This design comes from an exercise in tuning for small area, a short achievable clock period and few clock cycles on the open sky130 flow, not from production work.
Only simulation tests tie the RTL to the original design; equivalence was not proved.
The clock port is modelled as an ideal driver; clocking choices that lean on that would not hold on a real chip.

Setup of v24:
// axis_cmult
module axis_cmult
#(
  parameter int IN_WIDTH  = 16,
  parameter int OUT_WIDTH = 16,
  parameter int SHIFT     = 15,
  parameter int ROUND     = 1
) (
  input  logic                     aclk,
  input  logic                     areset,
  input  logic [2*IN_WIDTH-1:0]    s_axis_a_tdata,
  input  logic                     s_axis_a_tvalid,
  output logic                     s_axis_a_tready,
  input  logic                     s_axis_a_tlast,
  input  logic [2*IN_WIDTH-1:0]    s_axis_b_tdata,
  input  logic                     s_axis_b_tvalid,
  output logic                     s_axis_b_tready,
  input  logic                     conj_b,
  output logic [2*OUT_WIDTH-1:0]   m_axis_tdata,
  output logic                     m_axis_tvalid,
  input  logic                     m_axis_tready,
  output logic                     m_axis_tlast,
  output logic                     ovf_sticky,
  input  logic                     ovf_clr
);
Size: ~2600 cells after synthesis, about 260 flip-flops, ~110 I/O pins.
export LEC_CHECK = 0
export CAP_MARGIN = 20
export CORE_MARGIN = 2
export CORE_UTILIZATION = 40
export SETUP_SLACK_MARGIN = 4.5
export SLEW_MARGIN = 20
export SYNTH_HIERARCHICAL = 1
create_clock -name core_clock -period 8.5 [get_ports {aclk}]
run.sh (not shown) runs the stock make flow with config.mk's settings and CLKGATE_MAP_FILE= SYNTH_SCRIPT=/design/flow/synth_recipe.tcl, a recipe that flattens the netlist after the stock synthesis.
Testbench counts of v24, summed over its fixed seeds: cycles 24,024.
What v51 does differently from v24 at the input level:
# v24
export LEC_CHECK = 0
export CAP_MARGIN = 20
export CORE_MARGIN = 2
export CORE_UTILIZATION = 40
export SETUP_SLACK_MARGIN = 4.5
export SLEW_MARGIN = 20
export SYNTH_HIERARCHICAL = 1
create_clock -name core_clock -period 8.5 [get_ports {aclk}]
# v51
export LEC_CHECK = 0
export CAP_MARGIN = 20
export CORE_MARGIN = 2
export CORE_UTILIZATION = 40
export SETUP_SLACK_MARGIN = 4.0
export SLEW_MARGIN = 20
export SYNTH_HIERARCHICAL = 1
create_clock -name core_clock -period 8.5 [get_ports {aclk}]
Looking at met3 layer wire length in the routed design, v51 sits 3000 um below v24.
Compare v51 and v24 | global routing usage on met2 lower: v51
The run with more routed wire is v24, not v51.
Taking v24 as the reference, in v51 placeable core area did not really move, non-clock inverter total of the final layout went up, final period utilization went up, footprint of the multi-input gates went down.
For v46, these inputs were changed with respect to v51:
# v51
export LEC_CHECK = 0
export CAP_MARGIN = 20
export CORE_MARGIN = 2
export CORE_UTILIZATION = 40
export SETUP_SLACK_MARGIN = 4.0
export SLEW_MARGIN = 20
export SYNTH_HIERARCHICAL = 1
create_clock -name core_clock -period 8.5 [get_ports {aclk}]
# v46
export LEC_CHECK = 0
export ABC_CLOCK_PERIOD_IN_PS = 4000
export CAP_MARGIN = 20
export CORE_MARGIN = 2
export CORE_UTILIZATION = 40
export SETUP_SLACK_MARGIN = 4.5
export SLEW_MARGIN = 20
export SYNTH_HIERARCHICAL = 1
create_clock -name core_clock -period 8.5 [get_ports {aclk}]
--- outcome ---
- First-pass GRT wire length (v46 vs. v51) increases by a little under 10%
- Final critical path time including I/O delays and setup ends up higher on v51.
- The final hold slack of v51 and that of v46 are within noise of each other.
- When the final numbers for v51 and v46 were put side by side, the post-synthesis to final-layout area growth turned out to be greater in v46.
Changes in v35 relative to v46:
# v46
export LEC_CHECK = 0
export ABC_CLOCK_PERIOD_IN_PS = 4000
export CAP_MARGIN = 20
export CORE_MARGIN = 2
export CORE_UTILIZATION = 40
export SETUP_SLACK_MARGIN = 4.5
export SLEW_MARGIN = 20
export SYNTH_HIERARCHICAL = 1
create_clock -name core_clock -period 8.5 [get_ports {aclk}]
# v35
export LEC_CHECK = 0
export CAP_MARGIN = 20
export CORE_MARGIN = 2
export CORE_UTILIZATION = 65
export SETUP_SLACK_MARGIN = 4.5
export SLEW_MARGIN = 20
export SYNTH_HIERARCHICAL = 1
create_clock -name core_clock -period 8.5 [get_ports {aclk}]
## What came out
- Run comparison: v35 top metal layer carrying routed signals met5; v46 top metal layer carrying routed signals met4
- Taking v46 as the reference, in v35 global-route wire length before repair went down by 890 um, wire length went up by about 5%, clock-pin slew of the registers on the worst-case setup and hold paths was more or less identical.

* * *

Setup of run a:
Another version of the RTL of axis_cmult (not shown whole).
Size in the first run: ~2600 cells after synthesis, roughly 220 flip-flops, about 110 I/O pins, about 30000 um^2 of cells after synthesis.
Design axis_cmult, start of the top module:
module axis_cmult
#(
  parameter int IN_WIDTH  = 16,
  parameter int OUT_WIDTH = 16,
  parameter int SHIFT     = 15,
  parameter int ROUND     = 1
) (
  input  logic                     aclk,
  input  logic                     areset,
  input  logic [2*IN_WIDTH-1:0]    s_axis_a_tdata,
  input  logic                     s_axis_a_tvalid,
  output logic                     s_axis_a_tready,
  input  logic                     s_axis_a_tlast,
  input  logic [2*IN_WIDTH-1:0]    s_axis_b_tdata,
  input  logic                     s_axis_b_tvalid,
  output logic                     s_axis_b_tready,
  input  logic                     conj_b,
  output logic [2*OUT_WIDTH-1:0]   m_axis_tdata,
  output logic                     m_axis_tvalid,
  input  logic                     m_axis_tready,
  output logic                     m_axis_tlast,
  output logic                     ovf_sticky,
  input  logic                     ovf_clr
);
  logic v1, v2, v3, go, take;
  assign go   = !v3 || m_axis_tready;
  assign take = s_axis_a_tvalid && s_axis_b_tvalid && go;
  logic v3n;
  assign s_axis_a_tready = !areset && s_axis_b_tvalid && (v3n || m_axis_tready);
  assign s_axis_b_tready = !areset && s_axis_a_tvalid && (v3n || m_axis_tready);
  always_ff @(posedge aclk or posedge areset) begin
    if (areset) begin
      v1 <= 1'b0;
      v2 <= 1'b0;
      v3 <= 1'b0;
    end else if (go) begin
      v1 <= take;
      v2 <= v1;
      v3 <= v2;
    end
  end
  always_ff @(posedge aclk or posedge areset) begin
    if (areset) v3n <= 1'b1;
    else if (go) v3n <= !v2;
  end
  logic [16:0] brx, bix;
  assign brx = {s_axis_b_tdata[15:0], 1'b0};
  assign bix = {s_axis_b_tdata[31:16], 1'b0};
  ...
export LEC_CHECK = 0
export CAP_MARGIN = 20
export CORE_MARGIN = 2
export CORE_UTILIZATION = 40
export SETUP_SLACK_MARGIN = 4.45
export SLEW_MARGIN = 20
export SYNTH_HIERARCHICAL = 1
create_clock -name core_clock -period 8.5 [get_ports {aclk}]
standard.sh (not shown) runs the stock make flow with config.mk's settings and CLKGATE_MAP_FILE= SYNTH_SCRIPT=/design/flow/synth_recipe.tcl, a recipe that flattens the netlist after the stock synthesis.
==> flow/flow/run.sh <==
#!/bin/bash
# Own layout flow: the standard ORFS flow (standard.sh, standard synthesis unchanged)
# with extra ORFS make variables appended to its make command line.
set -euo pipefail
EXTRA=$(cat flow/extra_vars.txt)
sed "s|\"\${@:-finish}\"|$EXTRA \"\${@:-finish}\"|" standard.sh > my_standard.sh
bash my_standard.sh > flow_make.log 2>&1
==> flow/flow/extra_vars.txt <==
BUFFER_PORTS_ARGS="-buffer_cell sky130_fd_sc_hd__buf_1" MATCH_CELL_FOOTPRINT=0
Run a: no failed stages, no open violations at the end
Testbench counts of run a, summed over its fixed seeds: cycles 24,024.
Input-level comparison between run b and run a:
==> flow/flow/run.sh <==
#!/bin/bash
set -euo pipefail
EXTRA=$(cat flow/extra_vars.txt)
sed "s|\"\${@:-finish}\"|$EXTRA \"\${@:-finish}\"|" standard.sh > my_standard.sh
bash my_standard.sh cts > flow_make_cts.log 2>&1
export SKEW_RES=$PWD/orfs/results/sky130hd/axis_cmult/base
openroad -no_init -exit flow/skew.tcl > flow_skew.log 2>&1
bash my_standard.sh > flow_make.log 2>&1
==> flow/flow/extra_vars.txt <==
BUFFER_PORTS_ARGS="-buffer_cell sky130_fd_sc_hd__buf_1"
==> flow/flow/skew.tcl (new file) <==
# Insert one clock buffer in front of the clock pins of the stage-2 (carry-save) registers.
set res $::env(SKEW_RES)
set plat $::env(FLOW_HOME)/platforms/sky130hd
read_liberty $plat/lib/sky130_fd_sc_hd__tt_025C_1v80.lib
read_db $res/4_cts.odb
read_sdc $res/4_cts.sdc
source $plat/setRC.tcl
set block [ord::get_db_block]
set groups [dict create]
foreach inst [$block getInsts] {
  set n [$inst getName]
  if {[string match "re_q*" $n] || [string match "im_q*" $n] || [string match "re_cin*" $n] || [string match "im_cin*" $n]} {
    set it [$inst findITerm CLK]
    set net [$it getNet]
    dict lappend groups [$net getName] $n
  }
}
set i 0
dict for {netname insts} $groups {
  set pins {}
  set sx 0; set sy 0
  foreach n $insts {
    lappend pins [get_pins -of_objects [get_cells $n] -filter "name == CLK"]
    set loc [[$block findInst $n] getLocation]
    set sx [expr {$sx + [lindex $loc 0]}]
    set sy [expr {$sy + [lindex $loc 1]}]
  }
  set k [llength $insts]
  set dbu [$block getDbUnitsPerMicron]
  set x [expr {double($sx) / $k / $dbu}]
  set y [expr {double($sy) / $k / $dbu}]
  puts "net $netname: $k sinks -> skewbuf_$i at $x $y"
  insert_buffer -buffer_cell sky130_fd_sc_hd__clkbuf_4 -net [get_nets $netname] -load_pins $pins \
    -location [list $x $y] -buffer_name skewbuf_$i -net_name skewnet_$i
  incr i
}
puts "inserted $i clock buffers"
global_connect
detailed_placement
check_placement -verbose
set_propagated_clock [all_clocks]
estimate_parasitics -placement
report_worst_slack -max
report_worst_slack -min
write_db $res/4_cts.odb
--- a/flow/config.mk
+++ b/flow/config.mk
@@ -11 +11 @@
-export SETUP_SLACK_MARGIN = 4.45
+export SETUP_SLACK_MARGIN = 4.4
==> comparison <==
Per the comparison of run b with run a, area added between synthesis and finish fell 5.9 points, number of antenna violations at the first check in global routing rose by 2, net count of the finished layout lost 60, total track usage shrank by 1.9 points. Area of the die came out exactly the same in run b and run a. Diff run a -> run b: via count of the first global-routing pass lost 671, placeable core region neither gained nor lost much, wire length of the first global-routing pass lost 5.4%, utilization after layout lost 2.4 points. Antenna diode count, run b and run a: smaller value in run a.

-- re-timing with driven ports --
How much do the figures lean on ideal ports? The routed layouts below were timed once more, with nothing changed but the port constraints. Step 1 sets driving cells, clkbuf_16 on the clock port and buf_2 on the other inputs (assumed; they add their load-dependent delay and slew). Step 2, shift: input delay + t, output delay - t, t = (earliest + latest rising clock arrival at the registers) / 2. This alone moves slack from input paths to output paths. Three values: ideal ports, drivers, drivers and shift; two values: the first two.
run | t, ns | setup slack, ns | worst hold slack (ns) | latest minus earliest clock arrival (ns)
v24 | 0.619 | 4.386 / 4.386 / 4.075 | 0.419 / 0.419 / 0.419 | 0.024 / 0.023
v51 | 0.671 | 4.075 / 4.051 / 4.051 | 0.419 / 0.419 / 0.419 | 0.017 / 0.018
v46 | 0.619 | 4.386 / 4.386 / 4.075 | 0.419 / 0.419 / 0.419 | 0.024 / 0.023
v35 | 0.654 | 4.162 / 4.162 / 4.162 | 0.418 / 0.418 / 0.418 | 0.068 / 0.068
run a | 0.674 | 4.352 / 4.352 / 4.352 | 0.423 / 0.423 / 0.423 | 0.035 / 0.034
run b | 0.726 | 4.484 / 4.484 / 4.484 | 0.414 / 0.414 / 0.414 | 0.209 / 0.209
After both steps setup and hold are still met in every run listed.
